Source: an optimization exercise on an open RTL-to-GDS flow (aim: small area, a short achievable clock period and few clock cycles). Production flows keep margins and buffers that such runs may drop.
The RTL was checked by simulation tests, not by an equivalence proof against the original design.
Power is estimated from default activity; no workload was simulated.

## flow/design.v

```verilog
package clock_sync_pkg;
	typedef logic [15:0] stamp_t;
	typedef struct packed {
		logic [8-1:0] addr;
		logic [7:0]                data;
		logic                      we;
	} mbox_wr_t;
	typedef struct packed {
		stamp_t tx;
		stamp_t rx;
	} snapshot_t;
	typedef logic [4-1:0] node_mask_t;
	typedef struct packed {
		node_mask_t rx_ok;
		node_mask_t sync_ok;
		node_mask_t slave_rdy;
		node_mask_t scope_trigger;
	} node_status_t;
	typedef struct packed {
		stamp_t offset;
		stamp_t delay;
	} node_result_t;
	typedef node_result_t [4-1:0] result_array_t;
	typedef logic [2+1:0] stamp_addr_t;
endpackage
`timescale 1ns/1ps
module local_counter (
	input  logic                      clk_i,
	input  logic                      arst_n_i,
	input  logic [1:0]                snapshot_req_i,
	output clock_sync_pkg::stamp_t    count_o,
	output logic                      cycle_start_o,
	output logic [7:0]                snap_tx_n_o,
	output logic [7:0]                snap_rx_o
);
	logic [7:0] count;
	assign cycle_start_o = (count == 8'd199);
	assign count_o = {8'd0, count};
	always_ff @(posedge clk_i or negedge arst_n_i) begin
		if (!arst_n_i) begin
			count <= '0;
		end else begin
			count <= cycle_start_o ? 8'd0 : count + 8'd1;
		end
	end
	always_ff @(posedge clk_i or negedge arst_n_i) begin
		if (!arst_n_i) begin
			snap_tx_n_o <= '1;
			snap_rx_o <= '0;
		end else begin
			if (snapshot_req_i[0]) begin
				snap_tx_n_o <= ~count;
			end
			if (snapshot_req_i[1]) begin
				snap_rx_o <= count;
			end
		end
	end
endmodule
`timescale 1ns/1ps
module timestamp_store (
	input  logic                         clk_i,
	input  logic                         arst_n_i,
	input  logic [7:0]                   mbox_addr_i,
	input  logic [7:0]                   mbox_data_i,
	input  logic                         mbox_we_i,
	input  logic                         cycle_take_i,
	output logic [16*14-1:0]             stamps_o,
	output clock_sync_pkg::node_status_t status_next_o
);
	logic [7:0] stamp_lo [14];
	logic [7:0] stamp_hi [14];
	logic [2:0] flags [4];
	logic [3:0] rdy1;
	logic [3:0] rdy2;
	logic [3:0] chain_ok;
	logic [3:0] lo_hit;
	logic [3:0] hi_hit;
	logic [3:0] flag_hit;
	logic [15:0] lo_en;
	logic [15:0] hi_en;
	always_comb begin
		for (int n = 0; n < 4; n++) begin
			flag_hit[n] = mbox_we_i && (mbox_addr_i == 8'(16 + 16 * n + 2));
			for (int k = 0; k < 4; k++) begin
				lo_en[4 * n + k] = mbox_we_i && (mbox_addr_i == 8'(16 + 16 * n + 4 + 2 * k));
				hi_en[4 * n + k] = mbox_we_i && (mbox_addr_i == 8'(16 + 16 * n + 5 + 2 * k));
			end
			lo_hit[n] = |lo_en[4 * n +: 4];
			hi_hit[n] = |hi_en[4 * n +: 4];
		end
	end
	assign chain_ok = {rdy1[2:0] & rdy2[2:0], 1'b1};
	always_comb begin
		status_next_o = '0;
		for (int n = 0; n < 4; n++) begin
			status_next_o.rx_ok[n] = rdy1[n] & rdy2[n];
			status_next_o.sync_ok[n] = status_next_o.rx_ok[n] & flags[n][0];
			status_next_o.slave_rdy[n] = status_next_o.sync_ok[n] & flags[n][1];
			status_next_o.scope_trigger[n] = status_next_o.rx_ok[n] & flags[n][2];
		end
	end
	always_ff @(posedge clk_i or negedge arst_n_i) begin
		if (!arst_n_i) begin
			rdy1 <= '0;
			rdy2 <= '0;
			for (int n = 0; n < 4; n++) begin
				flags[n] <= '0;
			end
		end else if (cycle_take_i) begin
			rdy1 <= '0;
			rdy2 <= '0;
			for (int n = 0; n < 4; n++) begin
				flags[n] <= '0;
			end
		end else begin
			rdy1 <= rdy1 | (lo_hit & chain_ok);
			rdy2 <= rdy2 | (hi_hit & chain_ok & rdy1);
			for (int n = 0; n < 4; n++) begin
				if (flag_hit[n]) begin
					flags[n] <= mbox_data_i[2:0];
				end
			end
		end
	end
	always_ff @(posedge clk_i or negedge arst_n_i) begin
		if (!arst_n_i) begin
			for (int i = 0; i < 14; i++) begin
				stamp_lo[i] <= (i % 4 == 2) ? 8'hff : 8'h00;
				stamp_hi[i] <= (i % 4 == 2) ? 8'hff : 8'h00;
			end
		end else begin
			for (int i = 0; i < 14; i++) begin
				if (lo_en[i]) begin
					stamp_lo[i] <= (i % 4 == 2) ? ~mbox_data_i : mbox_data_i;
				end
				if (hi_en[i]) begin
					stamp_hi[i] <= (i % 4 == 2) ? ~mbox_data_i : mbox_data_i;
				end
			end
		end
	end
	always_comb begin
		for (int i = 0; i < 14; i++) begin
			stamps_o[16 * i +: 16] = {stamp_hi[i], stamp_lo[i]};
		end
	end
endmodule
`timescale 1ns/1ps
module offset_delay_calc (
	input  logic                          clk_i,
	input  logic                          arst_n_i,
	input  logic                          cycle_start_i,
	input  logic [7:0]                    snap_tx_n_i,
	input  logic [7:0]                    snap_rx_i,
	input  logic [16*14-1:0]              stamps_i,
	input  clock_sync_pkg::node_status_t  status_next_i,
	output logic                          cycle_take_o,
	output logic [4*32-1:0]     results_o,
	output clock_sync_pkg::node_status_t  status_o,
	output logic                          result_req_o,
	input  logic                          result_ack_i
);
	logic release_q;
	logic [4*32-1:0] results_next;
	assign cycle_take_o = cycle_start_i && !result_req_o && !release_q;
	function automatic logic [15:0] cpa(input logic [15:0] x, input logic [15:0] y);
		logic [15:0] g, p, gn, pn, h;
		g = x & y;
		p = x ^ y;
		h = p;
		for (int l = 0; l < 4; l++) begin
			gn = g; pn = p;
			for (int i = 0; i < 16; i++) begin
				if ((i % (2 << l)) == (2 << l) - 1) begin
					gn[i] = g[i] | (p[i] & g[i - (1 << l)]);
					pn[i] = p[i] & p[i - (1 << l)];
				end
			end
			g = gn; p = pn;
		end
		for (int l = 2; l >= 0; l--) begin
			gn = g; pn = p;
			for (int i = 0; i < 16; i++) begin
				if (i >= (2 << l) && ((i + 1) % (2 << l)) == (1 << l)) begin
					gn[i] = g[i] | (p[i] & g[i - (1 << l)]);
					pn[i] = p[i] & p[i - (1 << l)];
				end
			end
			g = gn; p = pn;
		end
		cpa = h ^ {g[14:0], 1'b0};
	endfunction
	function automatic logic [15:0] csa_s(input logic [15:0] x, input logic [15:0] y,
			input logic [15:0] z);
		csa_s = x ^ y ^ z;
	endfunction
	function automatic logic [15:0] csa_c(input logic [15:0] x, input logic [15:0] y,
			input logic [15:0] z, input logic cin);
		csa_c = {(x[14:0] & y[14:0]) | (x[14:0] & z[14:0]) | (y[14:0] & z[14:0]), cin};
	endfunction
	always_comb begin
		for (int k = 0; k < 4; k++) begin
			logic [15:0] t0, t1, an, b, s1, c1, s2, c2;
			t0 = stamps_i[16 * (4 * k) +: 16];
			t1 = stamps_i[16 * (4 * k + 1) +: 16];
			if (k == 0) begin
				an = {8'hff, snap_tx_n_i};
				b = {8'd0, snap_rx_i};
			end else begin
				an = stamps_i[16 * (4 * k - 2) +: 16];
				b = stamps_i[16 * (4 * k - 1) +: 16];
			end
			s1 = csa_s(t0, an, b);
			c1 = csa_c(t0, an, b, 1'b1);
			s2 = csa_s(s1, c1, ~t1);
			c2 = csa_c(s1, c1, ~t1, 1'b1);
			results_next[32 * k +: 16] = cpa(s2, c2);
			s1 = csa_s(t0, an, t1);
			c1 = csa_c(t0, an, t1, 1'b1);
			s2 = csa_s(s1, c1, ~b);
			c2 = csa_c(s1, c1, ~b, 1'b1);
			results_next[32 * k + 16 +: 16] = cpa(s2, c2);
		end
	end
	always_ff @(posedge clk_i) begin
		if (cycle_take_o) begin
			results_o <= results_next;
			status_o <= status_next_i;
		end
	end
	always_ff @(posedge clk_i or negedge arst_n_i) begin
		if (!arst_n_i) begin
			result_req_o <= 1'b0;
			release_q <= 1'b0;
		end else if (cycle_take_o) begin
			result_req_o <= 1'b1;
		end else if (result_req_o) begin
			if (result_ack_i) begin
				result_req_o <= 1'b0;
				release_q <= 1'b1;
			end
		end else if (release_q) begin
			if (!result_ack_i) begin
				release_q <= 1'b0;
			end
		end
	end
endmodule
`timescale 1ns/1ps
module clock_sync_top (
	input  logic                          clk_i,
	input  logic                          arst_n_i,
	input  logic [7:0]                    mbox_addr_i,
	input  logic [7:0]                    mbox_data_i,
	input  logic                          mbox_we_i,
	input  logic [1:0]                    snapshot_req_i,
	output logic [15:0]                   local_count_o,
	output logic [127:0]                  results_o,
	output logic [15:0]                   status_o,
	output logic                          result_req_o,
	input  logic                          result_ack_i
);
	logic cycle_start;
	logic cycle_take;
	logic [7:0] snap_tx_n;
	logic [7:0] snap_rx;
	logic [16*14-1:0] stamps;
	clock_sync_pkg::node_status_t status_next;
	local_counter u_local_counter (
		.clk_i          (clk_i),
		.arst_n_i       (arst_n_i),
		.snapshot_req_i (snapshot_req_i),
		.count_o        (local_count_o),
		.cycle_start_o  (cycle_start),
		.snap_tx_n_o    (snap_tx_n),
		.snap_rx_o      (snap_rx)
	);
	timestamp_store u_timestamp_store (
		.clk_i         (clk_i),
		.arst_n_i      (arst_n_i),
		.mbox_addr_i   (mbox_addr_i),
		.mbox_data_i   (mbox_data_i),
		.mbox_we_i     (mbox_we_i),
		.cycle_take_i  (cycle_take),
		.stamps_o      (stamps),
		.status_next_o (status_next)
	);
	offset_delay_calc u_offset_delay_calc (
		.clk_i         (clk_i),
		.arst_n_i      (arst_n_i),
		.cycle_start_i (cycle_start),
		.snap_tx_n_i   (snap_tx_n),
		.snap_rx_i     (snap_rx),
		.stamps_i      (stamps),
		.status_next_i (status_next),
		.cycle_take_o  (cycle_take),
		.results_o     (results_o),
		.status_o      (status_o),
		.result_req_o  (result_req_o),
		.result_ack_i  (result_ack_i)
	);
endmodule
```

## flow/flow/run.sh

```bash
#!/bin/bash
set -euo pipefail
bash standard.sh finish \
  MATCH_CELL_FOOTPRINT=0 \
  "BUFFER_PORTS_ARGS=-buffer_cell sky130_fd_sc_hd__buf_2" \
  > flow_make.log 2>&1
```

## flow/standard.sh

```bash
#!/bin/bash
# synth_recipe.tcl (not shown) runs the flow's synth.tcl, then flattens the netlist and writes it again
# the make line also repeats each setting of config.mk as NAME=value (left out here)
make -C /OpenROAD-flow-scripts/flow DESIGN_CONFIG=/design/flow/config.mk WORK_HOME=/design/flow/orfs CLKGATE_MAP_FILE= SYNTH_SCRIPT=/design/flow/synth_recipe.tcl "${@:-finish}"
```

## flow/config.mk

```make
export PLATFORM = sky130hd
export DESIGN_NAME = clock_sync_top
export DESIGN_NICKNAME = clock_sync_top
export VERILOG_FILES = /design/flow/design.v
export SDC_FILE = /design/flow/constraint.sdc
export NUM_CORES = 4
export LEC_CHECK = 0
export CAP_MARGIN = 20
export CORE_MARGIN = 2
export CORE_UTILIZATION = 65
export PLACE_DENSITY = 0.8
export SETUP_SLACK_MARGIN = 5
export SLEW_MARGIN = 20
```

## flow/constraint.sdc

```tcl
create_clock -name core_clock -period 9.0 [get_ports {clk_i}]
set_input_delay 1.8000 -clock core_clock [delete_from_list [all_inputs] [get_ports {clk_i}]]
set_output_delay 1.8000 -clock core_clock [all_outputs]
set_load 0.01 [all_outputs]
```

==> results of run 1 <==
[worst reg2reg max path, cell delays in order (launching register included)]
cell and delay, ns:
dfstp_2 0.58, fa_1 0.46, fa_1 0.51, ha_1 0.38, a21oi_1 0.22, o21ai_0 0.17, a31oi_1 0.27, o31ai_1 0.14
fa_1 0.39, xor2_1 0.17, xnor2_1 0.14, xnor2_1 0.14
[layer usage]
layer / GRT usage [%] / wire length, um
met2: 45.1 / 25500
met4: 11.2 / 2040
met1: 37.1 / 21000
met5: 0 / 21
met3: 4.05 / 2710
[Yosys cell counts, types with 2 or more instances]
| cell type | number |
|---|---|
| nor2_1 | 23 |
| o21a_1 | 6 |
| ha_1 | 126 |
| nand2b_1 | 6 |
| a31oi_1 | 22 |
| or3_1 | 3 |
| nand2_2 | 4 |
| buf_6 | 2 |
| dfrtp_1 | 214 |
| mux2_2 | 168 |
| nor4b_1 | 2 |
| a41oi_1 | 2 |
| a21o_1 | 15 |
| nand4b_1 | 2 |
| nand3_1 | 31 |
| nor2_2 | 12 |
| fa_1 | 275 |
| mux2_4 | 8 |
| o21ai_0 | 35 |
| edfxtp_1 | 144 |
| buf_4 | 8 |
| nor3b_1 | 3 |
| nand2_1 | 80 |
| xor2_1 | 34 |
| inv_1 | 280 |
| nand4_1 | 15 |
| o31ai_1 | 7 |
| clkbuf_1 | 35 |
| buf_2 | 5 |
| mux2i_1 | 42 |
| and3_1 | 9 |
| a21oi_1 | 60 |
| and2_1 | 6 |
| buf_1 | 5 |
| and3b_1 | 5 |
| xnor2_1 | 53 |
| nor3_1 | 5 |
| dfstp_2 | 56 |
| o21bai_1 | 7 |
| nor2b_1 | 9 |
[logic make-up (layout without fill, tap and decap cells)]
family / count (synthesis) / count (layout) / share of synthesized area, %
flops: 414 / 414 / 44.9
xor+xnor: 87 / 87 / 3.07
other cells: 1 / 11 / 0.0151
simple gates: 226 / 226 / 4.73
buf+inv: 335 / 539 / 5.27
compound gates: 156 / 156 / 3.66
mux: 219 / 219 / 9.83
fa+ha+maj: 402 / 402 / 28.5
[through the flow]
step / instances / worst slack (ns) / hold slack (ns)
6_report: 2565 / 5.15 / 0.493
5_1_grt: 2564 / 5.01 / 0.511
4_1_cts: 2562 / 5.08 / 0.497
3_5_place_dp: 2482 / 4.99 / 0.488
3_3_place_gp: 2482 / 5.17 / 0.476
2_1_floorplan: 1847 / 5.30 / 0.468
[how the worst max path moves through the flow]
stage	start	endpoint	slack (ns)	cells past startpoint
detailed placement	mbox_addr_i[3]	u_timestamp_store.stamp_lo[9][3]$_DFFE_PN0P_	4.99	5
floorplan	u_local_counter.count[3]$_DFF_PN0_	u_offset_delay_calc.results_o[0]$_DFFE_PP_	5.30	5
CTS	u_timestamp_store.stamp_lo[6][1]$_DFFE_PN1P_	u_offset_delay_calc.results_o[95]$_DFFE_PP_	5.08	11
global route	u_timestamp_store.stamp_lo[10][7]$_DFFE_PN1P_	u_offset_delay_calc.results_o[111]$_DFFE_PP_	5.01	11
finish	u_timestamp_store.stamp_hi[10][1]$_DFFE_PN1P_	u_offset_delay_calc.results_o[127]$_DFFE_PP_	5.15	11
global placement	mbox_addr_i[3]	u_timestamp_store.stamp_lo[8][5]$_DFFE_PN0P_	5.17	5
[registers in the layout, indices dropped and copies added, names as in the netlist]
signal and count:
u_offset_delay_calc.results_o 128, u_timestamp_store.stamp_hi 112, u_timestamp_store.stamp_lo 112, u_offset_delay_calc.status_o 16, u_timestamp_store.flags 12, u_local_counter.count 8, u_local_counter.snap_rx_o 8, u_local_counter.snap_tx_n_o 8
u_timestamp_store.rdy1 4, u_timestamp_store.rdy2 4, u_offset_delay_calc.release_q 1, u_offset_delay_calc.result_req_o 1
[power by group through the flow]
stage / Clock, mW / Combinational (mW) / Sequential (mW)
floorplan: 0 / 1.42 / 2.27
global placement: 0 / 1.84 / 2.28
detailed placement: 0 / 1.92 / 2.29
CTS: 1.89 / 1.98 / 2.25
global route: 1.96 / 2.26 / 2.26
finish: 1.86 / 1.99 / 2.25
[area by class of cell]
cell class,instances,area (um^2)
inverter,280,1050
clock buffer,69,1420
tap,511,639
antenna,3,7.51
sequential,414,11200
clock inverter,11,81.3
fill,2430,9930
multi-input combinational,1098,12400
timing repair buffer,179,935
==> flow_summary.json, run 1 <==
{
  "status": "timing/DRC/antenna clean",
  "grt_overflow": 0,
  "crit_path_top_delay_cell": "dfstp_2",
  "grt_pass1_wl_um": 83200,
  "wl_per_cell_um": 20.0,
  "power.total_mw": 6.10,
  "cts_max_path_buffers": 3,
  "drc": 0,
  "routed_via_density": 5.64,
  "power_density_nw_per_um2": 220,
  "gp_congestion": 0.932,
  "syn_to_final_growth_pct": 11.6,
  "ant_nets": 0,
  "synth_top_area_cell": "fa_1",
  "dp_hpwl_um": 36800,
  "maxSlewViolCount": 0,
  "rows": 71,
  "seq_power_share_pct": 36.9,
  "timing_worst_setup_path_type": "reg2reg",
  "post-route-util_pct": 73.6,
  "power_switching_mw": 1.93,
  "crit_top_cell": "fa_1",
  "worst_pin_slew_ns": 0.948,
  "yosysSeqAreaShare_pct": 44.9,
  "cts.sinks": 414,
  "setup.worst_path.start_class": "flop",
  "path_max_fanout": 4,
  "htreeDepth": 2,
  "numCtsBuffers": 44,
  "fin_setup_tns_ns": 0,
  "synth_top_area_share_pct": 22.2,
  "switching_share_pct": 31.6,
  "die_w_um": 200,
  "finalHoldViolCount": 0,
  "drive_gt1_share_pct": 24.7,
  "antenna_found_initial": 4,
  "synth_area_per_cell_um2": 13.5,
  "rr_endpoint": "u_offset_delay_calc.results_o[127]$_DFFE_PP_",
  "die_area_um2": 39800,
  "max-slew-margin-rel_pct": 36.8,
  "ys_warn_count": 6,
  "finClkSkew_ns": 0.0124,
  "clockRootBuffer": "clkbuf_16",
  "grt_pass1_vias": 15900,
  "drt-pass1-iter-count": 5,
  "synth_area_leaders": "fa_1 (22%), dfrtp_1 (22%), edfxtp_1 (17%)",
  "routed_wl_um": 51400,
  "final_common_cell": "inv_1",
  "stdcell_area_um2": 27700,
  "cp-end-kind": "flop",
  "min_to": "u_timestamp_store.stamp_hi[2][7]$_DFFE_PN1P_",
  "clock_latency_ns": 0.55,
  "async_flop_share_pct": 65.2,
  "rrSetupSlack_ns": 5.15,
  "port_buffers": 174,
  "syn_inst": 1840,
  "clk_pin_slew_ns": 0.06,
  "core_area_um2": 37700,
  "die_h_um": 200,
  "maxCapViolCount": 0,
  "final_nets": 2440,
  "power_frac_clock_pct": 30.5,
  "ir_worst_vdd_v": 0.000161,
  "place_area_um2": 26200,
  "drt_iter0_drc": 986,
  "hold_path.startpoint": "u_timestamp_store.stamp_hi[2][7]$_DFFE_PN1P_",
  "syn_area_um2": 24800,
  "cp_slowest_stage_delay_ns": 0.58,
  "reg2reg_from": "u_timestamp_store.stamp_hi[10][1]$_DFFE_PN1P_",
  "worstHoldPathType": "reg2reg",
  "path_buf_inv": 0,
  "track_usage_pct": 27.4,
  "period_minus_slack_ns": 3.85,
  "rsz0062_at_grt": "false",
  "synth_edf_count": 144,
  "critPathTopFamily": "adder cells",
  "p_leak_nw": 12.9,
  "start_util_pct": 66.0,
  "path_cells": "fa_1 > fa_1 > ha_1 > a21oi_1 > o21ai_0 > a31oi_1 > o31ai_1 > fa_1 > xor2_1 > xnor2_1 > xnor2_1",
  "ff2ff_path_depth": 11,
  "mostFrequentLayoutCells": "inv_1 (280), fa_1 (275), dfrtp_1 (214)",
  "synth-main-ff-cell": "dfrtp_1",
  "ios": 183,
  "finalCritPeriodShare_pct": 42.8,
  "synth_cell_types": 56,
  "internal_power_mw": 4.17,
  "synth-seq-cells": 414,
  "cts_hold_buf": 0,
  "holdPathStages": 2,
  "cts_tree": "done",
  "finalSetupViolCount": 0,
  "combPwrFrac_pct": 32.6,
  "num_vias": 14500,
  "required_ns": 9.28,
  "cp.arrival_ns": 4.13,
  "post_cts_buffers": 0,
  "grt_max_degree": 152,
  "clock.fmax_ghz": 0.260,
  "ctsResizeCount": 0
}
Testbench counts, summed over its fixed seeds: cycles 240.
==> run 2: changes to the inputs <==
--- a/flow/config.mk
+++ b/flow/config.mk
@@ -8,6 +8,8 @@
 export CAP_MARGIN = 20
 export CORE_MARGIN = 2
 export CORE_UTILIZATION = 65
+export CTS_BUF_LIST = sky130_fd_sc_hd__clkbuf_8
+export CTS_CLUSTER_SIZE = 30
 export PLACE_DENSITY = 0.8
 export SETUP_SLACK_MARGIN = 5
 export SLEW_MARGIN = 20
==> run 2 against run 1 <==
Compared with the run above: register-to-register slack better by 0.07 ns; worst setup slack better by 0.066 ns; final cell count up 1.8%; non-clock buffer count unchanged.
==> flow_summary.json, run 2 <==
{
  "status": "timing/DRC/antenna clean",
  "die_area_um2": 39800,
  "num_vias": 14500,
  "maxSlewViolCount": 0,
  "cp-end-kind": "flop",
  "start_util_pct": 66.0,
  "rsz0062_at_grt": "false",
  "rr_endpoint": "u_offset_delay_calc.results_o[31]$_DFFE_PP_",
  "combPwrFrac_pct": 33.6,
  "synth_top_area_cell": "fa_1",
  "worst_pin_slew_ns": 0.948,
  "cp-endpoint": "u_offset_delay_calc.results_o[31]$_DFFE_PP_",
  "cts_hold_buf": 0,
  "grt_max_degree": 152,
  "largest_reg_flops": 128,
  "switching_share_pct": 32.7,
  "die_h_um": 200,
  "internal_power_mw": 3.91,
  "setup_ws_ns": 5.21,
  "finClkSkew_ns": 0.0213,
  "dp_hpwl_um": 36800,
  "nFillCells": 2486,
  "power_switching_mw": 1.91,
  "maxCapViolCount": 0,
  "rows": 71,
  "ant_nets": 0,
  "synth_xor_area_share_pct": 3.07,
  "gp_congestion": 0.932,
  "power_frac_clock_pct": 27.7,
  "worstHoldPathType": "reg2reg",
  "cp-startpoint": "u_local_counter.snap_tx_n_o[3]$_DFFE_PN1P_",
  "synth_most_common_cell": "inv_1",
  "max-slew-margin-rel_pct": 36.8,
  "synth_top_family_by_area": "adder cells",
  "async_flop_share_pct": 65.2,
  "routed_wl_um": 50300,
  "timing_worst_setup_path_type": "reg2reg",
  "drt_iter0_drc": 890,
  "cts.sinks": 414,
  "antenna_found_initial": 8,
  "synth_top_area_share_pct": 22.2,
  "ir_worst_vdd_v": 0.000181,
  "seq_power_share_pct": 38.7,
  "synth-compound-area-share_pct": 3.66,
  "finalSetupViolCount": 0,
  "reg_top3": "u_offset_delay_calc.results_o (128), u_timestamp_store.stamp_hi (112), u_timestamp_store.stamp_lo (112)",
  "syn_to_final_growth_pct": 10.9,
  "required_ns": 9.35,
  "cp.arrival_ns": 4.13,
  "regMostFlops": "u_offset_delay_calc.results_o",
  "synth_area_leaders": "fa_1 (22%), dfrtp_1 (22%), edfxtp_1 (17%)",
  "synth_edf_count": 144,
  "cts_max_path_buffers": 3,
  "finalCritPeriodShare_pct": 42.1,
  "wl_per_cell_um": 19.2,
  "clockRootBuffer": "clkbuf_8",
  "final_nets": 2466,
  "ios": 183,
  "synth-seq-cells": 414,
  "drc": 0,
  "final_common_cell": "inv_1",
  "grt_pass1_vias": 15900,
  "routed_via_density": 5.54,
  "setup.worst_path.start_class": "flop",
  "numCtsBuffers": 70,
  "htreeDepth": 3,
  "path_max_fanout": 4,
  "synth_area_per_cell_um2": 13.5,
  "yosys.area_share.simple_pct": 4.73,
  "cp_slowest_stage_delay_ns": 0.57,
  "clk_pin_slew_ns": 0.06,
  "core_area_um2": 37700,
  "ys_warn_count": 6,
  "die_w_um": 200,
  "reg2reg_from": "u_local_counter.snap_tx_n_o[3]$_DFFE_PN1P_",
  "synth_fa_ha_area_share_pct": 28.5,
  "drive_gt1_share_pct": 25.0,
  "track_usage_pct": 27.2,
  "cts_tree": "done",
  "synth-main-ff-cell": "dfrtp_1",
  "clock_latency_ns": 0.60,
  "syn_inst": 1840,
  "rrSetupSlack_ns": 5.21,
  "drt-pass1-iter-count": 5,
  "ff2ff_path_depth": 11,
  "crit_path_top_delay_cell": "dfstp_2",
  "p_leak_nw": 13.0,
  "synthMuxAreaShare_pct": 9.83,
  "syn_area_um2": 24800,
  "synth_top_cells_by_count": "inv_1 (280), fa_1 (275), dfrtp_1 (214)",
  "yosysSeqAreaShare_pct": 44.9,
  "place_ws_ns": 4.99,
  "grt_overflow": 0,
  "power_density_nw_per_um2": 211,
  "path_cells": "fa_1 > fa_1 > ha_1 > nand3_1 > a21oi_1 > a31o_2 > a41oi_1 > fa_1 > xnor2_1 > xnor2_1 > xor2_1",
  "grt_pass1_wl_um": 82400,
  "mostFrequentLayoutCells": "inv_1 (314), fa_1 (275), dfrtp_1 (214)",
  "clock.fmax_ghz": 0.264,
  "port_buffers": 174,
  "synth_cell_types": 56,
  "period_minus_slack_ns": 3.79,
  "post_cts_buffers": 0,
  "finalHoldViolCount": 0,
  "crit_top_cell": "fa_1",
  "fin_setup_tns_ns": 0
}
## run 2: critical path, delay by kind of cell (launching register included)
kind / cells / cell delay (ns)
AOI/OAI and AO/OA: 3 / 0.75
xor gates and xnor gates: 3 / 0.45
adders and majority gates: 4 / 1.65
DFF: 1 / 0.57
and+or+nand+nor: 1 / 0.11
## run 2: power by group through the flow
stage,Clock [mW],Combinational (mW),Sequential [mW]
final,1.61,1.95,2.25
after global routing,1.73,2.24,2.26
after CTS,1.65,1.96,2.25
after detailed placement,0,1.92,2.29
after global placement,0,1.84,2.28
after floorplan,0,1.42,2.27
## run 2: cell families (layout without fill, tap and decap cells)
group	after synthesis	count (layout)
DFF	414	414
adders and majority gates	402	402
buffers and inverters	335	584
and+or+nand+nor	226	226
muxes	219	219
AOI/OAI and AO/OA	156	156
xor gates and xnor gates	87	87
other	1	13
## run 2: stage by stage
stage               power (mW)  util (%)  instance area, um^2  hold WS [ns]  cells
detailed placement        4.21      69.6                26200         0.488   2482
CTS                       5.86      73.1                27500         0.497   2607
floorplan                 3.69         -                24900         0.468   1847
finish                    5.82      73.2                27600         0.493   2612
global route              6.23      73.1                27600         0.511   2611
global placement          4.12      69.6                26200         0.476   2482
## run 2: layout make-up
cell class	instances	area, um^2	area share (%)
multi-input cells	1098	12400	45.2
well taps	511	639	2.32
clock buffers	76	1050	3.80
clock inverters	49	279	1.01
flip-flops and latches	414	11200	40.5
repair buffers	179	935	3.39
diodes	5	12.5	0.0454
inverters	280	1050	3.81
## run 2: repair_timing
action / 4_1_cts / 5_1_grt
endpoints found under the hold margin: 0 / 0
gates resized for setup: 0 / 2
setup endpoints to repair: 0 / 2
## run 2: worst min-delay path by stage
stage / from / cells after the start / slack (ns) / endpoint
2_1_floorplan: u_timestamp_store.stamp_hi[2][7]$_DFFE_PN1P_ / 2 / 0.47 / u_timestamp_store.stamp_hi[2][7]$_DFFE_PN1P_
3_3_place_gp: u_timestamp_store.stamp_hi[6][7]$_DFFE_PN1P_ / 2 / 0.48 / u_timestamp_store.stamp_hi[6][7]$_DFFE_PN1P_
3_5_place_dp: u_timestamp_store.stamp_hi[6][7]$_DFFE_PN1P_ / 2 / 0.49 / u_timestamp_store.stamp_hi[6][7]$_DFFE_PN1P_
4_1_cts: u_timestamp_store.stamp_hi[6][7]$_DFFE_PN1P_ / 2 / 0.50 / u_timestamp_store.stamp_hi[6][7]$_DFFE_PN1P_
5_1_grt: u_timestamp_store.stamp_hi[2][7]$_DFFE_PN1P_ / 2 / 0.51 / u_timestamp_store.stamp_hi[2][7]$_DFFE_PN1P_
6_report: u_timestamp_store.stamp_hi[6][7]$_DFFE_PN1P_ / 2 / 0.49 / u_timestamp_store.stamp_hi[6][7]$_DFFE_PN1P_
## run 2: routing by layer
layer	global-route usage, %	routed length (um)
met1	36.7	20900
met3	5.10	2860
met4	10.7	1590
met2	44.2	24900
met5	0	21
==> run 3: changes to the inputs <==
--- a/flow/config.mk
+++ b/flow/config.mk
@@ -8,8 +8,7 @@
 export CAP_MARGIN = 20
 export CORE_MARGIN = 2
 export CORE_UTILIZATION = 65
-export CTS_BUF_LIST = sky130_fd_sc_hd__clkbuf_8
-export CTS_CLUSTER_SIZE = 30
+export CTS_BUF_LIST = sky130_fd_sc_hd__clkbuf_4
 export PLACE_DENSITY = 0.8
 export SETUP_SLACK_MARGIN = 5
 export SLEW_MARGIN = 20
==> run 3 against run 2 <==
Compared with the run above: die area stayed put; cell area rose by 0.27%; power is 0.49% higher; critical path type unchanged; final cell count is 2.7% higher; count of clock-buffer cells in the layout increased by 92; maximum frequency shrank 0.64%; largest power group unchanged.
==> flow_summary.json, run 3 <==
{
  "wl_met1_um": 20600,
  "combPwrFrac_pct": 33.4,
  "setup.worst_path.start_class": "flop",
  "synth_cell_types": 56,
  "regMostFlops": "u_offset_delay_calc.results_o",
  "grt_pass1_vias": 16200,
  "ff2ff_path_depth": 11,
  "die_w_um": 200,
  "internal_power_mw": 3.92,
  "routed_wl_um": 50400,
  "switching_share_pct": 33.0,
  "port_buffers": 174,
  "clock.fmax_ghz": 0.262,
  "synth-main-ff-cell": "dfrtp_1",
  "grt_overflow": 0,
  "synth_most_common_cell": "inv_1",
  "max-slew-margin-rel_pct": 37.4,
  "cp.arrival_ns": 4.31,
  "ir_worst_vdd_v": 0.000139,
  "yosysSeqAreaShare_pct": 44.9,
  "clock_latency_ns": 0.81,
  "synth_area_per_cell_um2": 13.5,
  "synth_edf_count": 144,
  "mostFrequentLayoutCells": "inv_1 (280), fa_1 (275), dfrtp_1 (214)",
  "synth_area_leaders": "fa_1 (22%), dfrtp_1 (22%), edfxtp_1 (17%)",
  "grt_max_degree": 152,
  "cts_hold_buf": 0,
  "p_leak_nw": 13.0,
  "hold_path.startpoint": "u_timestamp_store.stamp_hi[6][7]$_DFFE_PN1P_",
  "timing_worst_setup_path_type": "reg2reg",
  "fin_setup_tns_ns": 0,
  "rows": 71,
  "htreeDepth": 3,
  "status": "timing/DRC/antenna clean",
  "synth_fa_ha_area_share_pct": 28.5,
  "dp_hpwl_um": 36800,
  "drt_iter0_drc": 861,
  "power_switching_mw": 1.93,
  "wl_per_cell_um": 18.8,
  "rr_endpoint": "u_offset_delay_calc.results_o[79]$_DFFE_PP_",
  "grt_pass1_wl_um": 82400,
  "maxCapViolCount": 0,
  "synth_top_area_cell": "fa_1",
  "finalHoldViolCount": 0,
  "track_usage_pct": 27.2,
  "finalSetupViolCount": 0,
  "min_to": "u_timestamp_store.stamp_hi[6][7]$_DFFE_PN1P_",
  "reg_top3": "u_offset_delay_calc.results_o (128), u_timestamp_store.stamp_hi (112), u_timestamp_store.stamp_lo (112)",
  "path_max_fanout": 4,
  "clockRootBuffer": "clkbuf_4",
  "drt-pass1-iter-count": 6,
  "ys_warn_count": 6,
  "synth_xor_area_share_pct": 3.07,
  "worstHoldPathType": "reg2reg",
  "final_nets": 2500,
  "reg2reg_from": "u_timestamp_store.stamp_lo[6][1]$_DFFE_PN1P_",
  "die_area_um2": 39800,
  "power_density_nw_per_um2": 212,
  "drc": 0,
  "clk_pin_slew_ns": 0.07,
  "cp-end-kind": "flop",
  "rsz0062_at_grt": "false",
  "core_area_um2": 37700,
  "maxSlewViolCount": 0,
  "cts.sinks": 414,
  "async_flop_share_pct": 65.2,
  "synth-seq-cells": 414,
  "die_h_um": 200,
  "top_layer": "met5",
  "finalCritPeriodShare_pct": 42.3,
  "ios": 183,
  "finClkSkew_ns": 0.0551,
  "power_frac_clock_pct": 28.1,
  "synth_top_area_share_pct": 22.2,
  "routed_via_density": 5.47,
  "synth-compound-area-share_pct": 3.66,
  "num_vias": 14700,
  "largest_reg_flops": 128,
  "rrSetupSlack_ns": 5.19,
  "timing.hold.ws_ns": 0.496,
  "drive_gt1_share_pct": 28.2,
  "worst_pin_slew_ns": 0.940,
  "synth_top_cells_by_count": "inv_1 (280), fa_1 (275), dfrtp_1 (214)",
  "final_common_cell": "inv_1",
  "synthMuxAreaShare_pct": 9.83,
  "numCtsBuffers": 104,
  "yosys.area_share.simple_pct": 4.73,
  "syn_area_um2": 24800,
  "gp_congestion": 0.932,
  "synth_top_family_by_area": "adder cells",
  "cts_max_path_buffers": 3,
  "required_ns": 9.50,
  "period_minus_slack_ns": 3.81,
  "start_util_pct": 66.0,
  "seq_power_share_pct": 38.5,
  "ant_nets": 0,
  "cts_tree": "done",
  "met2_length_um": 24900,
  "dr_wl_met3_um": 3070,
  "syn_to_final_growth_pct": 11.2,
  "syn_inst": 1840,
  "holdPathStages": 2,
  "antenna_found_initial": 9
}
[run 3: cell count changes in the layout (fill, tap and decap cells not counted), sizes merged]
| cell | before | now |
|---|---|---|
| clkbuf | 76 | 168 |
| inv | 314 | 281 |
| clkinv | 10 | 24 |
| bufinv | 3 | 1 |
| clkinvlp | 2 | 0 |
| diode | 5 | 6 |
[run 3: per-stage QoR]
step	worst slack, ns	power [mW]	cells	util, %	instance area [um^2]
detailed placement	4.99	4.21	2482	69.6	26200
CTS	5.08	5.89	2676	73.2	27600
global placement	5.17	4.12	2482	69.6	26200
finish	5.19	5.85	2682	73.4	27600
global route	5.00	6.28	2681	73.3	27600
floorplan	5.30	3.69	1847	-	24900
[run 3: layer usage]
metal	GRT usage, %	up-vias
met1	36.0	7531
li1	-	6603
met2	43.8	420
met5	0	-
met4	12.1	6
met3	5.87	123
[run 3: worst max-delay path, stage by stage (launching register included)]
cell	delay [ns]
dfstp_2	0.58
fa_1	0.46
fa_1	0.53
fa_1	0.49
nand3_1	0.12
a21oi_1	0.06
and3b_1	0.33
o31ai_1	0.15
fa_1	0.40
xor2_1	0.17
xnor2_1	0.14
xnor2_1	0.12
[run 3: worst max path at each step]
stage | start | to | slack, ns | depth (start not counted)
after floorplan | u_local_counter.count[3]$_DFF_PN0_ | u_offset_delay_calc.results_o[0]$_DFFE_PP_ | 5.30 | 5
after global placement | mbox_addr_i[3] | u_timestamp_store.stamp_lo[8][5]$_DFFE_PN0P_ | 5.17 | 5
after detailed placement | mbox_addr_i[3] | u_timestamp_store.stamp_lo[9][3]$_DFFE_PN0P_ | 4.99 | 5
after CTS | u_timestamp_store.stamp_lo[10][1]$_DFFE_PN1P_ | u_offset_delay_calc.results_o[127]$_DFFE_PP_ | 5.08 | 11
after global routing | u_local_counter.snap_tx_n_o[1]$_DFFE_PN1P_ | u_offset_delay_calc.results_o[31]$_DFFE_PP_ | 5.00 | 11
final | u_timestamp_store.stamp_lo[6][1]$_DFFE_PN1P_ | u_offset_delay_calc.results_o[79]$_DFFE_PP_ | 5.19 | 11
[run 3: cell type report]
cell class	count	area, um^2
well taps	511	639
fillers	2531	10000
clock buffers	168	1260
clock inverters	26	128
diodes	6	15.0
repair buffers	179	935
flip-flops and latches	414	11200
multi-input cells	1098	12500
inverters	280	1050
[run 3: timing repair]
| item | in CTS | in global routing |
|---|---|---|
| gates resized for setup | 0 | 4 |
| buffers inserted | 0 | 0 |
| endpoints found under the setup margin | 0 | 4 |
[run 3: power by group through the flow]
stage	sequential [mW]	combinational (mW)	clock, mW
floorplan	2.27	1.42	0
global placement	2.28	1.84	0
detailed placement	2.29	1.92	0
CTS	2.25	1.95	1.68
global route	2.26	2.24	1.78
finish	2.25	1.96	1.64
[run 3: logic make-up after synthesis]
kind of cell / Yosys count
AOI/OAI and AO/OA: 156
xor gates and xnor gates: 87
adders and majority gates: 402
buffers and inverters: 335
DFF: 414
muxes: 219
other: 1
and+or+nand+nor: 226
==> run 4: changes to the inputs <==
--- a/flow/config.mk
+++ b/flow/config.mk
@@ -8,7 +8,9 @@
 export CAP_MARGIN = 20
 export CORE_MARGIN = 2
 export CORE_UTILIZATION = 65
-export CTS_BUF_LIST = sky130_fd_sc_hd__clkbuf_4
+export CTS_BUF_LIST = sky130_fd_sc_hd__clkbuf_16
+export CTS_CLUSTER_DIAMETER = 100
+export CTS_CLUSTER_SIZE = 30
 export PLACE_DENSITY = 0.8
 export SETUP_SLACK_MARGIN = 5
 export SLEW_MARGIN = 20
==> run 4 against run 3 <==
Compared with the run above: global-route usage down 1.1 points; area after synthesis unchanged; still clean; clock power fell by 44%; worst setup slack gained 0.017 ns; sequential share of layout area increased by 1.4 points; flip-flop and latch count did not move; clock skew fell by 0.044 ns; critical path type unchanged; final cell count decreased by 6.3%.
==> flow_summary.json, run 4 <==
{
  "status": "timing/DRC/antenna clean",
  "synth_top_area_cell": "fa_1",
  "syn_to_final_growth_pct": 7.45,
  "syn_area_um2": 24800,
  "die_h_um": 200,
  "clock_latency_ns": 0.53,
  "maxSlewViolCount": 0,
  "track_usage_pct": 26.1,
  "synth_cell_types": 56,
  "power_density_nw_per_um2": 191,
  "period_minus_slack_ns": 3.79,
  "internal_power_mw": 3.40,
  "fin_setup_tns_ns": 0,
  "reg2reg_from": "u_local_counter.snap_tx_n_o[3]$_DFFE_PN1P_",
  "die_area_um2": 39800,
  "mostFrequentLayoutCells": "inv_1 (289), fa_1 (275), dfrtp_1 (214)",
  "htreeDepth": 1,
  "clk_pin_slew_ns": 0.11,
  "yosysSeqAreaShare_pct": 44.9,
  "power_switching_mw": 1.71,
  "cts_hold_buf": 0,
  "hold_path.startpoint": "u_local_counter.snap_tx_n_o[1]$_DFFE_PN1P_",
  "timing_worst_setup_path_type": "reg2reg",
  "setup_ws_ns": 5.21,
  "drive_gt1_share_pct": 22.9,
  "clock.fmax_ghz": 0.264,
  "final_nets": 2413,
  "grt_max_degree": 152,
  "ys_warn_count": 6,
  "synth_edf_count": 144,
  "gp_congestion": 0.932,
  "numCtsBuffers": 17,
  "holdPathStages": 2,
  "ios": 183,
  "regMostFlops": "u_offset_delay_calc.results_o",
  "seq_power_share_pct": 44.0,
  "stdcell_area_um2": 26700,
  "syn_inst": 1840,
  "place_area_um2": 26200,
  "reg_top3": "u_offset_delay_calc.results_o (128), u_timestamp_store.stamp_hi (112), u_timestamp_store.stamp_lo (112)",
  "finClkSkew_ns": 0.0107,
  "ff2ff_path_depth": 11,
  "maxCapViolCount": 0,
  "p_leak_nw": 12.4,
  "cp-end-kind": "flop",
  "worst_pin_slew_ns": 0.931,
  "routed_wl_um": 48800,
  "path_max_fanout": 4,
  "port_buffers": 174,
  "rows": 71,
  "die_w_um": 200,
  "combPwrFrac_pct": 38.1,
  "dp_cells": 2482,
  "routed_via_density": 5.63,
  "rrSetupSlack_ns": 5.21,
  "finalHoldViolCount": 0,
  "start_util_pct": 66.0,
  "rsz0062_at_grt": "false",
  "async_flop_share_pct": 65.2,
  "setup.worst_path.start_class": "flop",
  "ir_worst_vdd_v": 0.000142,
  "rr_endpoint": "u_offset_delay_calc.results_o[31]$_DFFE_PP_",
  "synth_top_cells_by_count": "inv_1 (280), fa_1 (275), dfrtp_1 (214)",
  "synth-seq-cells": 414,
  "final_common_cell": "inv_1",
  "num_vias": 14100,
  "synth_top_area_share_pct": 22.2,
  "timing.hold.ws_ns": 0.511,
  "max-slew-margin-rel_pct": 37.9,
  "finalSetupViolCount": 0,
  "antenna_found_initial": 7,
  "fin_cells": 2513,
  "largest_reg_flops": 128,
  "required_ns": 9.28,
  "worstHoldPathType": "reg2reg",
  "cts_max_path_buffers": 3,
  "finalCritPeriodShare_pct": 42.2,
  "grt_overflow": 0,
  "power_frac_clock_pct": 17.9,
  "drc": 0,
  "power.total_mw": 5.11,
  "synth_area_leaders": "fa_1 (22%), dfrtp_1 (22%), edfxtp_1 (17%)",
  "post-route-util_pct": 70.9,
  "clockRootBuffer": "clkbuf_16",
  "synth_most_common_cell": "inv_1",
  "cts.sinks": 414,
  "synth-main-ff-cell": "dfrtp_1",
  "grt_pass1_wl_um": 79900,
  "switching_share_pct": 33.5,
  "ant_nets": 0,
  "grt_pass1_vias": 15300,
  "dp_hpwl_um": 36800,
  "synth_area_per_cell_um2": 13.5,
  "core_area_um2": 37700,
  "min_to": "u_local_counter.snap_tx_n_o[1]$_DFFE_PN1P_",
  "place_ws_ns": 4.99,
  "cts_tree": "done",
  "wl_per_cell_um": 19.4,
  "drt_iter0_drc": 925,
  "cp.arrival_ns": 4.07,
  "drt-pass1-iter-count": 5
}
-- run 4: cell counts after synthesis --
No cell type changed its count.
-- run 4: area by class of cell --
class,count,area (um^2)
antenna,2,5.00
multi-input combinational,1098,12400
timing repair buffer,179,935
inverter,280,1050
clock inverter,12,45.0
fill,2590,11000
clock buffer,17,425
sequential,414,11200
tap,511,639
-- run 4: what timing repair did --
item,in CTS,in global routing
resized for setup,0,3
endpoints found under the setup margin,0,3
setup buffers,0,0
-- run 4: worst max-delay path: stages, from the launching register on --
cell	delay, ns
dfstp_2	0.59
fa_1	0.42
fa_1	0.49
ha_1	0.34
nand3_1	0.11
a21oi_1	0.30
a31o_2	0.29
a41oi_1	0.16
fa_1	0.40
xnor2_1	0.19
xnor2_1	0.10
xor2_1	0.15
-- run 4: how the worst max path moves through the flow --
stage	endpoint	from	slack (ns)	cells past startpoint
5_1_grt	u_offset_delay_calc.results_o[31]$_DFFE_PP_	u_local_counter.snap_tx_n_o[3]$_DFFE_PN1P_	5.02	11
2_1_floorplan	u_offset_delay_calc.results_o[0]$_DFFE_PP_	u_local_counter.count[3]$_DFF_PN0_	5.30	5
3_3_place_gp	u_timestamp_store.stamp_lo[8][5]$_DFFE_PN0P_	mbox_addr_i[3]	5.17	5
3_5_place_dp	u_timestamp_store.stamp_lo[9][3]$_DFFE_PN0P_	mbox_addr_i[3]	4.99	5
6_report	u_offset_delay_calc.results_o[31]$_DFFE_PP_	u_local_counter.snap_tx_n_o[3]$_DFFE_PN1P_	5.21	11
4_1_cts	u_offset_delay_calc.results_o[95]$_DFFE_PP_	u_timestamp_store.stamp_lo[6][1]$_DFFE_PN1P_	5.08	11
-- run 4: power by group through the flow --
stage                     Sequential (mW)  Clock, mW  Combinational (mW)
final                                2.25      0.915                1.95
after global routing                 2.26      0.997                2.24
after CTS                            2.25      0.936                1.95
after detailed placement             2.29          0                1.92
after global placement               2.28          0                1.84
after floorplan                      2.27          0                1.42
-- run 4: per-layer routing --
metal	part of all wire (%)	track usage [%]	vias to the layer above
li1	-	-	6325
met1	42	36.2	7387
met2	51	43.8	338
met3	4.6	3.34	81
met4	2.7	7.65	6
met5	0.078	0	-
-- run 4: logic make-up after synthesis --
| group | synth area share [%] |
|---|---|
| muxes | 9.83 |
| AOI/OAI and AO/OA | 3.66 |
| xor gates and xnor gates | 3.07 |
| adders and majority gates | 28.5 |
| buffers and inverters | 5.27 |
| DFF | 44.9 |
| other | 0.0151 |
| and+or+nand+nor | 4.73 |
==> run 5: changes to the inputs <==
==> flow/flow/run.sh (replaced) <==
#!/bin/bash
set -euo pipefail
bash standard.sh finish \
  MATCH_CELL_FOOTPRINT=0 \
  "BUFFER_PORTS_ARGS=-buffer_cell sky130_fd_sc_hd__buf_1" \
  > flow_make.log 2>&1
--- a/flow/config.mk
+++ b/flow/config.mk
@@ -8,9 +8,9 @@
 export CAP_MARGIN = 20
 export CORE_MARGIN = 2
 export CORE_UTILIZATION = 65
-export CTS_BUF_LIST = sky130_fd_sc_hd__clkbuf_16
-export CTS_CLUSTER_DIAMETER = 100
-export CTS_CLUSTER_SIZE = 30
+export CTS_BUF_LIST = sky130_fd_sc_hd__clkbuf_8
+export CTS_CLUSTER_DIAMETER = 80
+export CTS_CLUSTER_SIZE = 16
 export PLACE_DENSITY = 0.8
 export SETUP_SLACK_MARGIN = 5
 export SLEW_MARGIN = 20
==> run 5 against run 4 <==
Compared with the run above: critical path depth stayed put; worst setup slack better by 0.0058 ns; clock power rose by 4.8%; die area stayed put; hold slack lost 0.016 ns; still clean on timing, DRC and antenna; power rose by 1.3%; clock skew grew 0.0091 ns.
==> flow_summary.json, run 5 <==
{
  "status": "timing/DRC/antenna clean",
  "stdcell_area_um2": 26600,
  "drc": 0,
  "max-slew-margin-rel_pct": 29.1,
  "routed_wl_um": 48600,
  "ff2ff_path_depth": 11,
  "clockRootBuffer": "clkbuf_8",
  "power.total_mw": 5.17,
  "clock_latency_ns": 0.65,
  "maxCapViolCount": 0,
  "syn_area_um2": 24800,
  "cts_tree": "done",
  "syn_inst": 1840,
  "largest_reg_flops": 128,
  "cts_hold_buf": 0,
  "core_area_um2": 37700,
  "die_h_um": 200,
  "mostFrequentLayoutCells": "inv_1 (301), fa_1 (275), dfrtp_1 (214)",
  "final_nets": 2435,
  "grt_pass1_wl_um": 80600,
  "drt-pass1-iter-count": 5,
  "dp_hpwl_um": 36500,
  "maxSlewViolCount": 0,
  "ys_warn_count": 6,
  "place_area_um2": 26000,
  "synth-seq-cells": 414,
  "place_ws_ns": 4.90,
  "cts.sinks": 414,
  "ant_nets": 0,
  "wl_per_cell_um": 19.1,
  "grt_pass1_vias": 15500,
  "final_common_cell": "inv_1",
  "nFillCells": 2630,
  "cts_max_path_buffers": 3,
  "ir_worst_vdd_v": 0.000177,
  "regMostFlops": "u_offset_delay_calc.results_o",
  "p_leak_nw": 12.1,
  "num_vias": 14200,
  "die_area_um2": 39800,
  "setup_ws_ns": 5.21,
  "reg_top3": "u_offset_delay_calc.results_o (128), u_timestamp_store.stamp_hi (112), u_timestamp_store.stamp_lo (112)",
  "ios": 183,
  "setup.worst_path.start_class": "flop",
  "finClkSkew_ns": 0.0198,
  "synth_top_cells_by_count": "inv_1 (280), fa_1 (275), dfrtp_1 (214)",
  "die_w_um": 200,
  "fin_cells": 2548,
  "rsz0062_at_grt": "false",
  "holdPathStages": 2,
  "syn_to_final_growth_pct": 7.15,
  "synth_cell_types": 56,
  "synth-main-ff-cell": "dfrtp_1",
  "worstHoldPathType": "reg2reg",
  "cp.arrival_ns": 4.19,
  "drt_iter0_drc": 763,
  "grt_max_degree": 153,
  "clk_pin_slew_ns": 0.11,
  "period_minus_slack_ns": 3.79,
  "drive_gt1_share_pct": 15.2,
  "synth_top_area_share_pct": 22.2,
  "async_flop_share_pct": 65.2,
  "fin_setup_tns_ns": 0,
  "finalHoldViolCount": 0,
  "htreeDepth": 1,
  "rows": 71,
  "synth_most_common_cell": "inv_1",
  "finalCritPeriodShare_pct": 42.1,
  "dp_cells": 2491,
  "routed_via_density": 5.56,
  "finalSetupViolCount": 0,
  "worst_pin_slew_ns": 1.06,
  "timing.hold.ws_ns": 0.495,
  "synth_edf_count": 144,
  "yosysSeqAreaShare_pct": 44.9,
  "port_buffers": 174,
  "gp_congestion": 0.890,
  "synth_area_per_cell_um2": 13.5,
  "synth_area_leaders": "fa_1 (22%), dfrtp_1 (22%), edfxtp_1 (17%)",
  "cp-end-kind": "flop",
  "track_usage_pct": 26.3,
  "antenna_found_initial": 3,
  "grt_overflow": 0,
  "synth_top_area_cell": "fa_1",
  "power_density_nw_per_um2": 194,
  "start_util_pct": 66.0,
  "numCtsBuffers": 30,
  "clock.fmax_ghz": 0.264,
  "required_ns": 9.40,
  "path_max_fanout": 4,
  "post-route-util_pct": 70.7,
  "timing_worst_setup_path_type": "reg2reg"
}
==> run 5: cell counts after synthesis <==
Identical to the previous run, type by type.
==> run 5: layer usage <==
metal / wire (um) / GRT usage [%] / vias to the layer above / part of all wire [%]
li1: - / - / 6385 / -
met1: 20900 / 36.3 / 7385 / 43
met2: 24100 / 43.2 / 286 / 50
met3: 1900 / 3.46 / 110 / 3.9
met4: 1710 / 9.66 / 4 / 3.5
met5: 23 / 0 / - / 0.047
==> run 5: timing repair <==
| item | 4_1_cts | 5_1_grt |
|---|---|---|
| setup endpoints to repair | 0 | 5 |
| gates resized for setup | 0 | 6 |
| buffers inserted | 0 | 0 |
==> run 5: critical path, cell delays in order (launching register included) <==
cell	delay, ns
dfstp_2	0.59
fa_1	0.43
fa_1	0.54
ha_1	0.40
nand4_1	0.12
a21oi_1	0.13
and3b_1	0.27
o31ai_2	0.39
fa_1	0.25
xor2_1	0.17
xnor2_1	0.15
xnor2_1	0.10
==> run 5: where the power goes <==
group	internal, mW	switching [mW]	total [mW]
Sequential	2.18	0.0649	2.25
Combinational	0.874	1.10	1.97
Clock	0.352	0.607	0.959
Total	3.41	1.77	5.17
==> run 5: kinds of logic (layout without fill, tap and decap cells) <==
logic type                 Yosys count  in the layout  share of synthesized area, %
other                                1              9                        0.0151
xor gates and xnor gates            87             87                          3.07
buffers and inverters              335            524                          5.27
muxes                              219            219                          9.83
and+or+nand+nor                    226            226                          4.73
AOI/OAI and AO/OA                  156            156                          3.66
DFF                                414            414                          44.9
adders and majority gates          402            402                          28.5
==> run 5: area by class of cell <==
cell class / instances / area, um^2 / share of cell area [%]
Multi-Input combinational cell: 1098 / 12500 / 46.8
Sequential cell: 414 / 11200 / 41.9
Inverter: 280 / 1050 / 3.95
Timing Repair Buffer: 188 / 774 / 2.91
Tap cell: 511 / 639 / 2.40
Clock buffer: 31 / 427 / 1.60
Clock inverter: 25 / 128 / 0.479
Antenna cell: 1 / 2.50 / 0.00940
==> run 5: worst paths after layout <==
check	startpoint	to	slack, ns
max in group asynchronous	arst_n_i	u_timestamp_store.stamp_hi[8][2]$_DFFE_PN0P_	6.45
min in group asynchronous	arst_n_i	u_timestamp_store.stamp_hi[0][5]$_DFFE_PN0P_	1.25
min	u_timestamp_store.stamp_hi[2][7]$_DFFE_PN1P_	u_timestamp_store.stamp_hi[2][7]$_DFFE_PN1P_	0.49
max reg2reg	u_timestamp_store.stamp_lo[6][7]$_DFFE_PN1P_	u_offset_delay_calc.results_o[79]$_DFFE_PP_	5.21
min reg2reg	u_timestamp_store.stamp_hi[2][7]$_DFFE_PN1P_	u_timestamp_store.stamp_hi[2][7]$_DFFE_PN1P_	0.49
max	u_timestamp_store.stamp_lo[6][7]$_DFFE_PN1P_	u_offset_delay_calc.results_o[79]$_DFFE_PP_	5.21
==> run 6: changes to the inputs <==
==> flow/flow/run.sh (replaced) <==
#!/bin/bash
set -euo pipefail
bash standard.sh finish \
  MATCH_CELL_FOOTPRINT=0 SETUP_SLACK_MARGIN=5.3 \
  "BUFFER_PORTS_ARGS=-buffer_cell sky130_fd_sc_hd__buf_1" \
  > flow_make.log 2>&1
==> run 6 against run 5 <==
Compared with the run above: flip-flop and latch count unchanged; hold slack gained 0.0096 ns; register-to-register slack gained 0.16 ns; critical path depth unchanged; wire length up 3.9%; combinational power increased by 11%; sequential power barely moved.
==> flow_summary.json, run 6 <==
{
  "grt_overflow": 0,
  "synth_cell_types": 56,
  "maxSlewViolCount": 0,
  "synth_top_area_share_pct": 22.2,
  "final_common_cell": "inv_1",
  "track_usage_pct": 26.3,
  "met2_length_um": 25400,
  "rrSetupSlack_ns": 5.37,
  "routed_via_density": 5.58,
  "cp_slowest_stage_delay_ns": 0.60,
  "largest_reg_flops": 128,
  "reg_top3": "u_offset_delay_calc.results_o (128), u_timestamp_store.stamp_hi (112), u_timestamp_store.stamp_lo (112)",
  "ant_nets": 0,
  "fin_cells": 2559,
  "port_buffers": 174,
  "min_to": "u_timestamp_store.stamp_hi[2][7]$_DFFE_PN1P_",
  "synth_edf_count": 144,
  "path_cells": "fa_1 > fa_1 > ha_1 > nand2_1 > o21ai_0 > a31o_4 > a41oi_2 > fa_2 > xnor2_2 > xnor2_1 > xor2_1",
  "cts_hold_buf": 0,
  "critPathTopFamily": "adder cells",
  "async_flop_share_pct": 65.2,
  "p_leak_nw": 12.1,
  "syn_inst": 1840,
  "worst_pin_slew_ns": 0.932,
  "ff2ff_path_depth": 11,
  "finalCritPeriodShare_pct": 40.3,
  "cts_tree": "done",
  "crit_path_top_delay_cell": "dfstp_2",
  "rr_endpoint": "u_offset_delay_calc.results_o[31]$_DFFE_PP_",
  "path_buf_inv": 0,
  "cts_max_path_buffers": 3,
  "clockRootBuffer": "clkbuf_8",
  "synth_area_leaders": "fa_1 (22%), dfrtp_1 (22%), edfxtp_1 (17%)",
  "setup.worst_path.start_class": "flop",
  "clock_latency_ns": 0.66,
  "status": "timing/DRC/antenna clean",
  "die_h_um": 200,
  "holdPathStages": 2,
  "crit_top_cell": "fa_1",
  "nFillCells": 2570,
  "num_vias": 14300,
  "ir_worst_vdd_v": 0.000187,
  "grt_pass1_vias": 15200,
  "period_minus_slack_ns": 3.63,
  "top_layer": "met4",
  "place_area_um2": 26000,
  "htreeDepth": 1,
  "numCtsBuffers": 30,
  "drive_gt1_share_pct": 18.3,
  "wl_met1_um": 21100,
  "synth_area_per_cell_um2": 13.5,
  "grt_pass1_wl_um": 80300,
  "gp_congestion": 0.872,
  "die_area_um2": 39800,
  "worstHoldPathType": "reg2reg",
  "regMostFlops": "u_offset_delay_calc.results_o",
  "start_util_pct": 66.0,
  "routed_wl_um": 50500,
  "wl_per_cell_um": 19.7,
  "cp-end-kind": "flop",
  "synth-main-ff-cell": "dfrtp_1",
  "synth_most_common_cell": "inv_1",
  "path_max_fanout": 4,
  "cts.sinks": 414,
  "rsz0062_at_grt": "true",
  "rows": 71,
  "synth_top_cells_by_count": "inv_1 (280), fa_1 (275), dfrtp_1 (214)",
  "mostFrequentLayoutCells": "inv_1 (302), fa_1 (268), dfrtp_1 (214)",
  "antenna_found_initial": 6,
  "reg2reg_from": "u_local_counter.snap_tx_n_o[7]$_DFFE_PN1P_",
  "ys_warn_count": 6,
  "grt_max_degree": 152,
  "finalSetupViolCount": 0,
  "timing.hold.ws_ns": 0.505,
  "timing_worst_setup_path_type": "reg2reg",
  "cp.arrival_ns": 4.05,
  "clock.fmax_ghz": 0.275,
  "drt_iter0_drc": 897,
  "syn_to_final_growth_pct": 9.13,
  "power_density_nw_per_um2": 200,
  "maxCapViolCount": 0,
  "drc": 0,
  "synth_top_area_cell": "fa_1",
  "max-slew-margin-rel_pct": 37.6,
  "finalHoldViolCount": 0,
  "ios": 183,
  "dp_cells": 2490,
  "finClkSkew_ns": 0.0217,
  "final_nets": 2440,
  "stdcell_area_um2": 27100,
  "yosysSeqAreaShare_pct": 44.9,
  "dr_wl_met3_um": 2450,
  "clk_pin_slew_ns": 0.11,
  "hold_path.startpoint": "u_timestamp_store.stamp_hi[2][7]$_DFFE_PN1P_",
  "die_w_um": 200,
  "syn_area_um2": 24800,
  "synth-seq-cells": 414,
  "core_area_um2": 37700,
  "drt-pass1-iter-count": 5,
  "dp_hpwl_um": 36600,
  "fin_setup_tns_ns": 0,
  "required_ns": 9.42
}
==> run 6: power by group <==
group / leakage (nW) / total [mW] / switching [mW] / internal [mW]
registers: 4.82 / 2.25 / 0.0651 / 2.18
clock network: 0.368 / 0.982 / 0.620 / 0.361
logic: 6.95 / 2.19 / 1.19 / 0.998
==> run 6: cell families after synthesis <==
family | Yosys count | synth area share (%)
adders and majority gates | 402 | 28.5
and+or+nand+nor | 226 | 4.73
AOI/OAI and AO/OA | 156 | 3.66
muxes | 219 | 9.83
other | 1 | 0.0151
buffers and inverters | 335 | 5.27
xor gates and xnor gates | 87 | 3.07
DFF | 414 | 44.9
==> run 6: worst reg2reg max path, cell delays in order (launching register included) <==
cell     delay, ns
dfstp_2       0.60
fa_1          0.45
fa_1          0.50
ha_1          0.40
nand2_1       0.07
o21ai_0       0.24
a31o_4        0.18
a41oi_2       0.14
fa_2          0.38
xnor2_2       0.15
xnor2_1       0.14
xor2_1        0.15
==> run 6: final cells by class <==
cell class	instances	area (um^2)	area share, %
multi-input cells	1098	12900	47.5
flip-flops and latches	414	11200	41.1
inverters	280	1050	3.88
repair buffers	193	816	3.01
well taps	511	639	2.36
clock buffers	32	440	1.62
clock inverters	24	129	0.475
diodes	7	17.5	0.0646
==> run 6: worst max path at each step <==
stage | start | to | cells after the start | slack (ns)
finish | u_local_counter.snap_tx_n_o[7]$_DFFE_PN1P_ | u_offset_delay_calc.results_o[31]$_DFFE_PP_ | 11 | 5.37
global route | u_timestamp_store.stamp_lo[10][4]$_DFFE_PN1P_ | u_offset_delay_calc.results_o[111]$_DFFE_PP_ | 11 | 5.24
CTS | u_timestamp_store.stamp_lo[2][5]$_DFFE_PN1P_ | u_offset_delay_calc.results_o[63]$_DFFE_PP_ | 10 | 5.30
detailed placement | mbox_addr_i[3] | u_timestamp_store.stamp_lo[8][1]$_DFFE_PN0P_ | 5 | 4.81
global placement | mbox_addr_i[3] | u_timestamp_store.stamp_lo[8][5]$_DFFE_PN0P_ | 5 | 4.95
floorplan | u_local_counter.count[3]$_DFF_PN0_ | u_offset_delay_calc.results_o[0]$_DFFE_PP_ | 5 | 5.48
==> run 6: layer usage <==
metal	global-route usage [%]	vias up
li1	-	6399
met1	36.9	7432
met2	43.1	353
met3	3.61	100
met4	8.70	0
met5	0	-
==> run 6: metrics by stage <==
step	worst slack, ns	total power [mW]	utilization, %
floorplan	5.48	3.69	-
global placement	4.95	4.12	69.1
detailed placement	4.81	4.22	69.1
CTS	5.30	5.28	70.9
global route	5.24	5.79	72.0
finish	5.37	5.42	72.0
==> run 6: timing repair <==
action / CTS / global route
gates resized for setup: 17 / 57
pin swaps: 2 / 17
buffers inserted: 3 / 3
setup endpoints to repair: 7 / 26
==> run 7: changes to the inputs <==
==> flow/flow/run.sh (replaced) <==
#!/bin/bash
set -euo pipefail
bash standard.sh finish \
  MATCH_CELL_FOOTPRINT=0 SETUP_SLACK_MARGIN=5.45 \
  "BUFFER_PORTS_ARGS=-buffer_cell sky130_fd_sc_hd__buf_1" \
  > flow_make.log 2>&1
==> run 7 against run 6 <==
Compared with the run above: still clean on timing, DRC and antenna; clock power barely moved; clock skew increased by 0.0033 ns; worst setup slack better by 0.033 ns; register-to-register slack gained 0.03 ns; non-clock buffer count grew 9; sequential share of layout area is 0.63 points lower; sequential power hardly changed; count of clock-buffer cells in the layout unchanged; area after synthesis did not move; via count up 1.1%; largest power group is now combinational cells.
==> flow_summary.json, run 7 <==
{
  "drt-pass1-iter-count": 5,
  "start_util_pct": 66.0,
  "regMostFlops": "u_offset_delay_calc.results_o",
  "required_ns": 9.43,
  "finClkSkew_ns": 0.0250,
  "clk_pin_slew_ns": 0.11,
  "htreeDepth": 1,
  "async_flop_share_pct": 65.2,
  "cts_tree": "done",
  "synth_top_area_share_pct": 22.2,
  "worstHoldPathType": "reg2reg",
  "cts_max_path_buffers": 3,
  "rows": 71,
  "ant_nets": 0,
  "nFillCells": 2480,
  "numCtsBuffers": 30,
  "drive_gt1_share_pct": 20.8,
  "drc": 0,
  "final_nets": 2449,
  "die_w_um": 200,
  "synth_most_common_cell": "inv_1",
  "worst_pin_slew_ns": 0.930,
  "synth_cell_types": 56,
  "maxSlewViolCount": 0,
  "reg_top3": "u_offset_delay_calc.results_o (128), u_timestamp_store.stamp_hi (112), u_timestamp_store.stamp_lo (112)",
  "syn_inst": 1840,
  "finalCritPeriodShare_pct": 40.0,
  "power_density_nw_per_um2": 203,
  "status": "timing/DRC/antenna clean",
  "final_common_cell": "inv_1",
  "rsz0062_at_grt": "true",
  "grt_overflow": 0,
  "path_max_fanout": 4,
  "ir_worst_vdd_v": 0.000207,
  "synth_top_area_cell": "fa_1",
  "setup_ws_ns": 5.40,
  "yosysSeqAreaShare_pct": 44.9,
  "antenna_found_initial": 6,
  "max-slew-margin-rel_pct": 37.7,
  "setup.worst_path.start_class": "flop",
  "timing_worst_setup_path_type": "reg2reg",
  "die_h_um": 200,
  "ys_warn_count": 6,
  "synth_area_leaders": "fa_1 (22%), dfrtp_1 (22%), edfxtp_1 (17%)",
  "finalHoldViolCount": 0,
  "clock_latency_ns": 0.66,
  "cp.arrival_ns": 4.02,
  "cts.sinks": 414,
  "maxCapViolCount": 0,
  "ff2ff_path_depth": 11,
  "multi_input_area_um2": 13200,
  "routed_via_density": 5.63,
  "p_leak_nw": 12.2,
  "syn_area_um2": 24800,
  "fin_setup_tns_ns": 0,
  "synth_top_cells_by_count": "inv_1 (280), fa_1 (275), dfrtp_1 (214)",
  "synth-main-ff-cell": "dfrtp_1",
  "drt_iter0_drc": 961,
  "core_area_um2": 37700,
  "regArea_um2": 11200,
  "clockRootBuffer": "clkbuf_8",
  "mostFrequentLayoutCells": "inv_1 (302), fa_1 (251), dfrtp_1 (214)",
  "holdPathStages": 2,
  "place_ws_ns": 4.81,
  "grt_pass1_wl_um": 82400,
  "syn_to_final_growth_pct": 10.8,
  "die_area_um2": 39800,
  "port_buffers": 174,
  "cp-end-kind": "flop",
  "wl_per_cell_um": 20.3,
  "synth-seq-cells": 414,
  "routed_wl_um": 52000,
  "num_vias": 14400,
  "power.total_mw": 5.60,
  "synth_area_per_cell_um2": 13.5,
  "synth_edf_count": 144,
  "grt_max_degree": 152,
  "dp_hpwl_um": 36600,
  "period_minus_slack_ns": 3.60,
  "grt_pass1_vias": 15500,
  "post-route-util_pct": 73.1,
  "largest_reg_flops": 128,
  "track_usage_pct": 27.0,
  "clock.fmax_ghz": 0.278,
  "gp_congestion": 0.872,
  "finalSetupViolCount": 0,
  "ios": 183
}
run 7: area by class of cell:
class / count / share of cell area, %
multi-input combinational: 1098 / 48.0
sequential: 414 / 40.5
inverter: 280 / 3.82
timing repair buffer: 202 / 3.21
tap: 511 / 2.32
clock buffer: 32 / 1.60
clock inverter: 24 / 0.468
antenna: 5 / 0.0454
run 7: kinds of logic (layout without fill, tap and decap cells):
logic type	count (synthesis)	after routing	share of synthesized area, %
buffers and inverters	335	538	5.27
multiplexers	219	219	9.83
flip-flops	414	414	44.9
other	1	13	0.0151
adder cells (fa/ha/maj)	402	402	28.5
AO/OA/AOI/OAI	156	156	3.66
AND/OR/NAND/NOR	226	226	4.73
XOR/XNOR	87	87	3.07
run 7: critical path, cell delays in order, from the launching register on:
cell and delay (ns):
dfstp_2 0.60, fa_1 0.45, fa_1 0.55, ha_4 0.33, nand2_1 0.06, o21ai_0 0.26, a31o_4 0.18, a41oi_2 0.12
fa_2 0.38, xnor2_2 0.15, xnor2_1 0.14, xor2_1 0.15
run 7: path summary, 6_finish.rpt:
check / start / slack [ns] / endpoint
setup / recovery: u_local_counter.snap_tx_n_o[7]$_DFFE_PN1P_ / 5.40 / u_offset_delay_calc.results_o[31]$_DFFE_PP_
hold / removal: u_timestamp_store.stamp_hi[6][7]$_DFFE_PN1P_ / 0.50 / u_timestamp_store.stamp_hi[6][7]$_DFFE_PN1P_
setup reg to reg: u_local_counter.snap_tx_n_o[7]$_DFFE_PN1P_ / 5.40 / u_offset_delay_calc.results_o[31]$_DFFE_PP_
hold reg to reg: u_timestamp_store.stamp_hi[6][7]$_DFFE_PN1P_ / 0.50 / u_timestamp_store.stamp_hi[6][7]$_DFFE_PN1P_
max in group asynchronous: arst_n_i / 6.35 / u_timestamp_store.stamp_lo[9][3]$_DFFE_PN0P_
min in group asynchronous: arst_n_i / 1.26 / u_timestamp_store.stamp_hi[1][6]$_DFFE_PN0P_
run 7: what timing repair did:
action	in CTS	in global routing
buffers inserted	9	6
endpoints found under the setup margin	22	47
pin swaps	45	54
cloned	0	0
hold buffers	0	0
gates resized for setup	76	56
run 7: report_power, final:
| group | total (mW) | switching [mW] | internal, mW |
|---|---|---|---|
| Combinational | 2.37 | 1.27 | 1.10 |
| Clock | 0.981 | 0.619 | 0.361 |
| Sequential | 2.25 | 0.0654 | 2.18 |
| Total | 5.60 | 1.96 | 3.64 |
run 7: per-layer routing:
metal / routed length, um / up-vias / global-route usage, %
met2: 26200 / 414 / 44.5
met1: 21400 / 7496 / 37.7
met3: 2560 / 115 / 3.21
li1: - / 6422 / -
met4: 1830 / 0 / 9.79
met5: 0 / - / 0
run 7: stage by stage:
step / instance area [um^2] / hold slack (ns) / instances
final: 27500 / 0.503 / 2566
after global routing: 27500 / 0.525 / 2566
after CTS: 27200 / 0.502 / 2555
after detailed placement: 26000 / 0.491 / 2490
after global placement: 26000 / 0.475 / 2490
after floorplan: 24900 / 0.468 / 1847

## separate check: timing with driven ports
The flow's constraints put no driver on any port. The routed layouts listed below were extracted and timed again, unchanged, in two steps. Step 1 assumes that a clkbuf_16 drives the clock port and a buf_2 every other input. Step 2, shift: input delay + t, output delay - t, t = (earliest + latest rising clock arrival at the registers) / 2. This alone moves slack from input paths to output paths. Three values: no drivers, after step 1, after step 2; two values: the first two.
run | t (ns) | setup slack, ns
run 1 | 0.601 | 5.148 / 5.148 / 4.844
run 2 | 0.644 | 5.214 / 5.214 / 4.801
run 3 | 0.832 | 5.190 / 5.190 / 4.801
run 4 | 0.579 | 5.206 / 5.206 / 4.893
run 5 | 0.693 | 5.212 / 5.212 / 4.795
run 6 | 0.697 | 5.370 / 5.370 / 4.915
run 7 | 0.703 | 5.402 / 5.402 / 4.903
After both steps every run listed still meets setup and hold.
